From an optimization exercise on the open Yosys and OpenROAD flow, aimed at small area, a short achievable clock period and few clock cycles; shortcuts taken in it are not production practice. At most, simulation tests tie the RTL to the original design; equivalence was not proved. Power is estimated from default activity; no workload was simulated.

## JK
==> flow/design.v <==
module transpose_pingpong #(
  parameter  int VALUE_WIDTH     = 17,
  parameter  int N               = 8,
  localparam int AXIS_DATA_WIDTH = 8 * ((VALUE_WIDTH - 1) / 8 + 1)
) (
  input  logic                       i_clk,
  input  logic                       i_aresetn,
  input  logic                       i_axis_TVALID,
  output logic                       o_axis_TREADY,
  input  logic [AXIS_DATA_WIDTH-1:0] i_axis_TDATA,
  input  logic                       i_axis_TLAST,
  output logic                       o_axis_TVALID,
  input  logic                       i_axis_TREADY,
  output logic [AXIS_DATA_WIDTH-1:0] o_axis_TDATA,
  output logic                       o_axis_TLAST,
  output logic                       o_tlast_err
);
  localparam int VW    = VALUE_WIDTH;
  localparam int DEPTH = N * N;        
  localparam int AW    = $clog2(DEPTH);
  localparam int D1   = 7;
  localparam int D2   = 14;
  localparam int D3   = 28;
  localparam int TAIL = DEPTH - 3 - D1 - D2 - D3;    
  logic pad_unused;
  assign pad_unused = ^i_axis_TDATA;
  logic [AW-1:0] c1, c2;
  logic          fpar;        
  logic          fp1, fp2;    
  logic          s1, s2, s3;  
  logic [AW-1:0] q1, q2, q3;
  assign q1 = c1 - AW'(1);
  assign q2 = c1 - AW'(D1 + 2);
  assign q3 = c1 - AW'(D1 + D2 + 3);
  logic [VW-1:0] ring_in;
  logic [VW-1:0] p0, p1, p2;
  logic [VW-1:0] b1 [D1];
  logic [VW-1:0] b2 [D2];
  logic [VW-1:0] b3 [D3];
  logic [VW-1:0] tl [TAIL];
  logic [VW-1:0] y1, y2, y3;
  logic [VW-1:0] ring_out;    
  logic [VW-1:0] ring_next;   
  assign y1 = s1 ? p0 : b1[D1-1];
  assign y2 = s2 ? p1 : b2[D2-1];
  assign y3 = s3 ? p2 : b3[D3-1];
  assign ring_out  = tl[TAIL-1];
  assign ring_next = tl[TAIL-2];
  always_ff @(posedge i_clk) begin
    p0    <= ring_in;
    b1[0] <= s1 ? b1[D1-1] : p0;
    for (int i = 1; i < D1; i++) b1[i] <= b1[i-1];
    p1    <= y1;
    b2[0] <= s2 ? b2[D2-1] : p1;
    for (int i = 1; i < D2; i++) b2[i] <= b2[i-1];
    p2    <= y2;
    b3[0] <= s3 ? b3[D3-1] : p2;
    for (int i = 1; i < D3; i++) b3[i] <= b3[i-1];
    tl[0] <= y3;
    for (int i = 1; i < TAIL; i++) tl[i] <= tl[i-1];
  end
  logic [AW-1:0] wp;          
  logic          wpar;        
  logic          have_out;    
  logic [AW-1:0] rp;          
  logic          rpar;        
  logic          ready_q;
  logic          accept;
  logic          load;
  logic          w_last;
  logic          r_last;
  logic [VW-1:0] o_value;
  logic          bn_q;        
  logic          eq_next;     
  logic [AW-1:0] dd;          
  logic          sink_free;
  logic          a_last;
  logic          x_next;
  logic [3:0]    rdy_case;    
  logic          ready_n;
  logic          bn_n;
  assign o_axis_TREADY = ready_q;
  assign ring_in   = ready_q ? i_axis_TDATA[VW-1:0] : ring_out;
  assign accept    = i_axis_TVALID && ready_q;
  assign w_last    = &wp;
  assign r_last    = &rp;
  assign sink_free = !o_axis_TVALID || i_axis_TREADY;
  assign a_last    = accept && w_last;
  assign load = (bn_q || a_last) && sink_free;
  assign x_next = have_out && (c2 == rp) && (fp2 == rpar);
  assign bn_n   = load ? !r_last : (x_next && !a_last);
  always_comb begin
    logic gone;
    logic lt, lt1;
    gone = have_out && r_last;
    lt   = (dd != '0);        
    lt1  = (dd[AW-1:1] != '0);  
    rdy_case[0] = eq_next && (!have_out || lt) &&
                  ((wp == '0) ? (!have_out || (fp1 == rpar)) : (fp1 == wpar));
    rdy_case[1] = eq_next &&
                  ((wp == '0) ? (!have_out || gone || (fp1 == rpar)) : (fp1 == wpar));
    rdy_case[2] = !w_last && (!have_out || lt1);
    rdy_case[3] = w_last || !have_out || gone || lt;
  end
  logic [3:0] rdy_late;       
  always_comb begin
    logic fr0, fr1;           
    fr0 = !o_axis_TVALID;
    fr1 = 1'b1;
    rdy_late[0] = rdy_case[{1'b0, bn_q && fr0}];
    rdy_late[1] = rdy_case[{1'b0, bn_q && fr1}];
    rdy_late[2] = rdy_case[{ready_q, (bn_q || (ready_q && w_last)) && fr0}];
    rdy_late[3] = rdy_case[{ready_q, (bn_q || (ready_q && w_last)) && fr1}];
  end
  assign ready_n = rdy_late[{i_axis_TVALID, i_axis_TREADY}];
  logic [AW-1:0] dd_inc, dd_dec, dd_n;
  assign dd_inc = dd + 1'b1;
  assign dd_dec = dd - 1'b1;
  always_comb begin
    case ({accept, load})
      2'b01:   dd_n = dd_inc;
      2'b10:   dd_n = w_last ? '0 : dd_dec;
      2'b11:   dd_n = w_last ? AW'(1) : dd;
      default: dd_n = dd;
    endcase
  end
  always_ff @(posedge i_clk or negedge i_aresetn) begin
    if (!i_aresetn) begin
      c1          <= AW'(0);
      c2          <= AW'(1);
      fpar        <= 1'b1;
      fp1         <= 1'b0;
      fp2         <= 1'b0;
      s1          <= 1'b0;
      s2          <= 1'b0;
      s3          <= 1'b0;
      wp          <= '0;
      wpar        <= 1'b0;
      rp          <= '0;
      rpar        <= 1'b0;
      have_out    <= 1'b0;
      bn_q        <= 1'b0;
      eq_next     <= 1'b1;
      dd          <= '0;
      ready_q     <= 1'b0;
      o_tlast_err <= 1'b0;
    end else begin
      c1          <= c2;
      c2          <= c2 + 1'b1;
      fpar        <= fp1;
      fp1         <= fp2;
      fp2         <= fp2 ^ (&c2);
      s1          <= q1[3] & ~q1[0];
      s2          <= q2[4] & ~q2[1];
      s3          <= q3[5] & ~q3[2];
      bn_q        <= bn_n;
      eq_next     <= !accept && (wp == c2);
      dd          <= dd_n;
      ready_q     <= ready_n;
      o_tlast_err <= accept && (i_axis_TLAST != w_last);
      if (accept) begin
        if (wp == '0) wpar <= fpar;
        wp <= wp + 1'b1;
      end
      if (a_last) begin
        have_out <= 1'b1;
        rpar     <= ~wpar;
        rp       <= AW'(load);
      end else if (load) begin
        rp <= rp + 1'b1;
        if (r_last) have_out <= 1'b0;
      end
    end
  end
  always_ff @(posedge i_clk) begin
    if (sink_free) begin
      o_value      <= ring_next;
      o_axis_TLAST <= r_last;
    end
  end
  logic o_sign_a, o_sign_b;
  always_ff @(posedge i_clk) begin
    o_sign_a <= sink_free ? ring_next[VW-1] : o_value[VW-1];
    o_sign_b <= sink_free ? ring_next[VW-1] : o_sign_a;
  end
  always_ff @(posedge i_clk or negedge i_aresetn) begin
    if (!i_aresetn) begin
      o_axis_TVALID <= 1'b0;
    end else if (sink_free) begin
      o_axis_TVALID <= load;
    end
  end
  assign o_axis_TDATA = {{(AXIS_DATA_WIDTH - VW - 3){o_sign_b}}, {4{o_sign_a}}, o_value[VW-2:0]};
endmodule
Settings: LEC_CHECK=0, ABC_CLOCK_PERIOD_IN_PS=2000, CAP_MARGIN=20, CORE_MARGIN=2, CORE_UTILIZATION=60, CTS_BUF_LIST=sky130_fd_sc_hd__clkbuf_16 sky130_fd_sc_hd__clkbuf_8, CTS_CLUSTER_DIAMETER=70, CTS_CLUSTER_SIZE=36, PLACE_DENSITY=0.75, SETUP_SLACK_MARGIN=2.0, SLEW_MARGIN=20; clock period 4.0 ns.
run.sh (not shown) runs the stock make flow with config.mk's settings and CLKGATE_MAP_FILE= SYNTH_SCRIPT=/design/flow/synth_recipe.tcl, a recipe that flattens the netlist after the stock synthesis.
Testbench counts of JK, summed over its fixed seeds: cycles 16,904.
Input-level comparison between MS and JK:
--- a/flow/design.v
+++ b/flow/design.v
@@ -64,8 +64,10 @@
   logic          have_out;    
   logic [AW-1:0] rp;          
   logic          rpar;        
   logic          ready_q;
+  logic          nready_q;    
+  logic          ready_o;     
   logic          accept;
   logic          load;
   logic          w_last;
   logic          r_last;
@@ -78,9 +80,10 @@
   logic          x_next;
   logic [3:0]    rdy_case;    
   logic          ready_n;
   logic          bn_n;
-  assign o_axis_TREADY = ready_q;
+  assign ready_q       = !nready_q;
+  assign o_axis_TREADY = ready_o;
   assign ring_in   = ready_q ? i_axis_TDATA[VW-1:0] : ring_out;
   assign accept    = i_axis_TVALID && ready_q;
   assign w_last    = &wp;
   assign r_last    = &rp;
@@ -125,11 +128,11 @@
     endcase
   end
   always_ff @(posedge i_clk or negedge i_aresetn) begin
     if (!i_aresetn) begin
-      c1          <= AW'(0);
-      c2          <= AW'(1);
-      fpar        <= 1'b1;
+      c1          <= AW'(1);
+      c2          <= AW'(2);
+      fpar        <= 1'b0;
       fp1         <= 1'b0;
       fp2         <= 1'b0;
       s1          <= 1'b0;
       s2          <= 1'b0;
@@ -139,11 +142,12 @@
       rp          <= '0;
       rpar        <= 1'b0;
       have_out    <= 1'b0;
       bn_q        <= 1'b0;
-      eq_next     <= 1'b1;
+      eq_next     <= 1'b0;
       dd          <= '0;
-      ready_q     <= 1'b0;
+      nready_q    <= 1'b0;
+      ready_o     <= 1'b1;
       o_tlast_err <= 1'b0;
     end else begin
       c1          <= c2;
       c2          <= c2 + 1'b1;
@@ -155,9 +159,10 @@
       s3          <= q3[5] & ~q3[2];
       bn_q        <= bn_n;
       eq_next     <= !accept && (wp == c2);
       dd          <= dd_n;
-      ready_q     <= ready_n;
+      nready_q    <= !ready_n;
+      ready_o     <= ready_n;
       o_tlast_err <= accept && (i_axis_TLAST != w_last);
       if (accept) begin
         if (wp == '0) wpar <= fpar;
         wp <= wp + 1'b1;
@@ -177,18 +182,17 @@
       o_value      <= ring_next;
       o_axis_TLAST <= r_last;
     end
   end
-  logic o_sign_a, o_sign_b;
+  logic o_sign;
   always_ff @(posedge i_clk) begin
-    o_sign_a <= sink_free ? ring_next[VW-1] : o_value[VW-1];
-    o_sign_b <= sink_free ? ring_next[VW-1] : o_sign_a;
+    o_sign <= sink_free ? ring_next[VW-1] : o_value[VW-1];
   end
   always_ff @(posedge i_clk or negedge i_aresetn) begin
     if (!i_aresetn) begin
       o_axis_TVALID <= 1'b0;
     end else if (sink_free) begin
       o_axis_TVALID <= load;
     end
   end
-  assign o_axis_TDATA = {{(AXIS_DATA_WIDTH - VW - 3){o_sign_b}}, {4{o_sign_a}}, o_value[VW-2:0]};
+  assign o_axis_TDATA = {{(AXIS_DATA_WIDTH - VW + 1){o_sign}}, o_value[VW-2:0]};
 endmodule
- MS ended up with register to register as its type of the most critical hold path; JK ended up with input pin to asynchronous set/reset pin.
- The final non-filler cell area of JK and that of MS are within noise of each other.
- Maximum clock skew at final layout (MS over JK): decrease, 8.1 ps
- Looking at number of non-clock inverters in the layout, MS sits 1 above JK.
- Where wire length of the first global-routing pass is concerned, JK is better than MS.
- Synthesized cell count: JK vs MS, no meaningful difference
- Relative to JK, time the final worst path needs with I/O delays and setup has increased by 11 ps in MS.
- On cell count, JK tracks MS almost exactly.
- Compared MS vs JK, and internal power summed over all cells is up in MS.
- Taking JK as the reference, in MS synthesized area now sits at about the same level; part of the total power dissipated in combinational logic increased 1.1 points; via count barely changed; synthesis-to-layout area growth picked up an extra 0.24 points; ratio of routed vias to standard cells held steady.
The RTL of MS was laid out without a check of its function.

==> port drivers added, routing unchanged <==
The results above use ideal ports. As a check the final layouts listed here were re-extracted and re-timed, cells and wires unchanged. Step 1, drivers: a clkbuf_16 drives i_clk and a buf_2 each remaining input, both assumed. Step 2 times the ports against the registers' clock, not the clock port: input delays grow and output delays shrink by t, the midpoint of the rising clock arrivals with the driver on. Three values: no drivers, after step 1, after step 2; two values: the first two.
| run | t (ns) | setup WS [ns] | hold slack, ns |
|---|---|---|---|
| JK | 0.631 | 1.980 / 1.926 / 1.511 | 0.186 / 0.158 / 0.291 |
| MS | 0.637 | 1.969 / 1.916 / 1.461 | 0.309 / 0.309 / 0.309 |
After both steps setup and hold are still met in every run listed. The setup slack of MS, which loses most, moves by -0.053 ns with the drivers and by -0.508 ns with both steps.
